Source: an optimization exercise on an open RTL-to-GDS flow (aim: small area, a short achievable clock period and few clock cycles per item). Production flows keep margins and buffers that such runs may drop. Function was checked by simulation only, so behaviour that the tests miss may differ from the original. Power is estimated from default activity; no workload was simulated.

## sliding_window_range_peak
module sliding_window_range_peak #(
    parameter int WINDOW_MAX = 64
) (
    input  logic                      clk,
    input  logic                      rst_n,
    input  logic                      cfg_we,
    input  logic [srp_pkg::CFG_W-1:0] cfg_wdata,
    input  logic                      s_tvalid,
    output logic                      s_tready,
    input  logic [31:0]               s_tdata,
    input  logic                      s_tlast,
    output logic                      m_tvalid,
    input  logic                      m_tready,
    output logic [63:0]               m_tdata,
    output logic                      m_tuser,
    output logic                      m_tlast
);
For scale: ~110 I/O pins.
Settings: LEC_CHECK=0, CAP_MARGIN=20, CORE_MARGIN=2, CORE_UTILIZATION=30, CTS_CLUSTER_DIAMETER=100, CTS_CLUSTER_SIZE=25, SETUP_SLACK_MARGIN=4.4, SLEW_MARGIN=20, SYNTH_HIERARCHICAL=1, TNS_END_PERCENT=5; clock period 7.0 ns.
run.sh (not shown) runs the stock make flow with config.mk's settings and CLKGATE_MAP_FILE= SYNTH_SCRIPT=/design/flow/synth_recipe.tcl, a recipe that flattens the netlist after the stock synthesis.
The first run produced a clean layout.
Testbench counts at the start, summed over its fixed seeds: cycles 12,778, items 12,482.
Rerun with:
--- a/flow/design.v
+++ b/flow/design.v
@@ -162,25 +162,25 @@
         else if (cfg_wdata > 7'd64) cfg_eff = 7'd64;
         else                        cfg_eff = cfg_wdata;
     always_ff @(posedge clk or negedge rst_n)
         if (!rst_n)      weff <= srp_pkg::WINDOW_SIZE_RESET;
         else if (cfg_we) weff <= cfg_eff;
     logic [WM-1:0] incl;
     always_ff @(posedge clk)
         for (int a = 0; a < WM; a++) incl[a] <= (weff > a);
-    logic            tr, fresh, replay, pclr, armed, ov, bvalid;
+    logic            tr, fresh, replay, pclr, armed, ov, bvalid, clrw;
     logic [6:0]      n_cnt, ph;
     logic [TW-1:0]   wc, cc, ucnt;
     logic [UMAX-1:0] fph;
     logic            wr, clr;
     logic [6:0]      n_next;
     assign wr     = s_tvalid & tr;
     assign n_next = fresh ? 7'd1 : ((n_cnt == 7'd64) ? n_cnt : n_cnt + 7'd1);
-    assign clr    = pclr & fph[0];
+    assign clr    = (pclr & fph[1]) | clrw;
     logic [UMAX-1:0] rb_rdy, rb_last;
     always_ff @(posedge clk)
         if (wr) begin
             rb_rdy  <= {rb_rdy[UMAX-2:0],  (n_next >= weff)};
             rb_last <= {rb_last[UMAX-2:0], s_tlast};
         end
     logic [N-1:0][DW-1:0] ring;
     logic [N-1:0]         fmx, fmn;
@@ -196,21 +196,21 @@
         ring[0] <= wr ? s_tdata[DW-1:0] : ring[N-1];
         for (int i = 1; i < N; i++) ring[i] <= ring[i-1];
     end
     always_ff @(posedge clk) begin
         fmx[0] <= ~wr & ~clr & fmx[N-1];
         fmn[0] <= ~wr & ~clr & fmn[N-1];
         for (int i = 1; i < N; i++) begin
             if (i - 1 >= 1 && i - 1 < WM) begin
-                fmx[i] <= ~clr & (fmx[i-1] | (cen[i-1] & ~lt[i-1]));
-                fmn[i] <= ~clr & (fmn[i-1] | (cen[i-1] &  lt[i-1]));
+                fmx[i] <= fmx[i-1] | (cen[i-1] & ~lt[i-1]);
+                fmn[i] <= fmn[i-1] | (cen[i-1] &  lt[i-1]);
             end else begin
-                fmx[i] <= ~clr & fmx[i-1];
-                fmn[i] <= ~clr & fmn[i-1];
+                fmx[i] <= fmx[i-1];
+                fmn[i] <= fmn[i-1];
             end
         end
     end
     logic          ev, rdy_e, last_e;
     logic [TW-1:0] etag;
     always_comb begin
         ev     = 1'b0;
         etag   = '0;
@@ -295,33 +295,35 @@
         fph_n[UMAX-1] = ~wr & (ph == 7'(N - UMAX + 1));
     end
     always_ff @(posedge clk or negedge rst_n)
         if (!rst_n) begin
             tr     <= 1'b0;
             fresh  <= 1'b1;
             replay <= 1'b0;
             pclr   <= 1'b0;
+            clrw   <= 1'b0;
             armed  <= 1'b0;
             ov     <= 1'b0;
             n_cnt  <= 7'd0;
             ph     <= 7'd0;
             fph    <= UMAX'(2);
             wc     <= '0;
             cc     <= '0;
             ucnt   <= '0;
             va     <= 1'b0;
             vb     <= 1'b0;
             bvalid <= 1'b0;
         end else begin
             tr     <= ~replay_n & (u_n < TW'(UMAX)) & ((fresh_n & (u_n == '0)) | fph_n[1]);
             fresh  <= fresh_n;
             replay <= replay_n;
-            pclr   <= replay_n & (drop | (pclr & ~clr));
-            armed  <= replay_n & ~drop & (armed | clr);
+            pclr   <= replay_n & (drop | (pclr & ~fph[1]));
+            clrw   <= replay_n & clr & ~fph[2];
+            armed  <= replay_n & ~drop & (armed | (clr & fph[0]));
             ov     <= commit | (ov & ~m_tready);
             if (wr) n_cnt <= n_next;
             ph     <= wr ? 7'd0 : ((ph == 7'(N - 1)) ? 7'd0 : ph + 7'd1);
             fph    <= fph_n;
             wc     <= wc + TW'(wr);
             cc     <= cc + TW'(commit);
             ucnt   <= u_n;
             va     <= ev;
=> The changed run produced a clean layout; worst setup slack improved by 24 ps; routed wire length went up by about 6.5%; clock power went down by about 0.6%; synthesized cell count went down by 0.90%; hold slack improved by 12 ps; cell area went up by about 2%; via count went up by about 2.6%; sequential cell count went up by 1; utilization went up by 0.73 points.
Testbench counts after the change, summed over its fixed seeds: cycles 12,778, items 12,482.

* * *

Another version of the RTL of sliding_window_range_peak (not shown whole).
Size: ~14000 cells after synthesis, ~110 I/O pins, ~120000 um^2 of cells after synthesis.
==> module srp_n0, before the edit <==
module srp_n0 (input logic gh, input logic nlh, input logic gl, input logic nll,
               output logic ng, output logic l);
    assign ng = ~(gh | (nlh & gl));
    assign l  = ~(nlh & (gh | nll));
endmodule
==> module srp_n1, before the edit <==
module srp_n1 (input logic ngh, input logic lh, input logic ngl, input logic ll,
               output logic g, output logic nl);
    assign g  = ~(ngh & (lh | ngl));
    assign nl = ~(lh | (ngh & ll));
endmodule
clock: 7.0 ns
lec_check: 0
cap_margin: 20
core_margin: 2
core_utilization: 30
cts_cluster_diameter: 100
cts_cluster_size: 25
setup_slack_margin: 4.0
slew_margin: 20
synth_hierarchical: 1
Testbench counts at the start, summed over its fixed seeds: cycles 12,778, items 12,482.
Rerun with:
--- a/flow/design.v
+++ b/flow/design.v
@@ -18,5 +18,5 @@
 module srp_n0 (input logic gh, input logic nlh, input logic gl, input logic nll,
                output logic ng, output logic l);
-    assign ng = ~(gh | (nlh & gl));
+    assign ng = ~(nlh & (gh | gl));
     assign l  = ~(nlh & (gh | nll));
 endmodule
@@ -24,5 +24,5 @@
                output logic g, output logic nl);
     assign g  = ~(ngh & (lh | ngl));
-    assign nl = ~(lh | (ngh & ll));
+    assign nl = ~(ngh & (lh | ll));
 endmodule
 module srp_cmp (input logic [30:0] nx, input logic [30:0] r, output logic lt, output logic gt);
Effect: Register-to-register slack got worse by 110 ps. Sequential share of layout area rose by 1.7 points. Non-clock buffer count goes up by 52. Final cell count shrinks by 1.6%. Setup slack gets worse by 110 ps.
Testbench counts after the change, summed over its fixed seeds: cycles 12,778, items 12,482.

re-timing with driven ports:
The flow's constraints put no driver on any port. The routed layouts listed below were extracted and timed again, unchanged, in two steps.
Step 1: set_driving_cell puts a clkbuf_16 on clk and a buf_2 on each other input, an assumption about the parent block.
Step 2 moves the port delays by t, midway between the first and last clock arrival at a register: inputs arrive t later, outputs are due t later. That takes back most of the time a late clock gives input paths.
Three values: ideal, step 1, step 2; two values: the first two.
run	t, ns	slack for setup (ns)	slew at the worst register clock pin (ns)
the first run of note 1	1.060	3.833 / 3.833 / 3.077	0.12 / 0.12
the second run of note 1	1.000	3.857 / 3.857 / 3.291	0.12 / 0.12
the first run of note 2	1.054	3.871 / 3.871 / 3.104	0.11 / 0.11
the second run of note 2	1.009	3.763 / 3.763 / 3.225	0.11 / 0.11
After both steps every run listed still meets setup and hold. For the first run of note 2, which loses most, drivers alone change the setup slack by 0.000 ns; drivers and shift together by -0.767 ns.
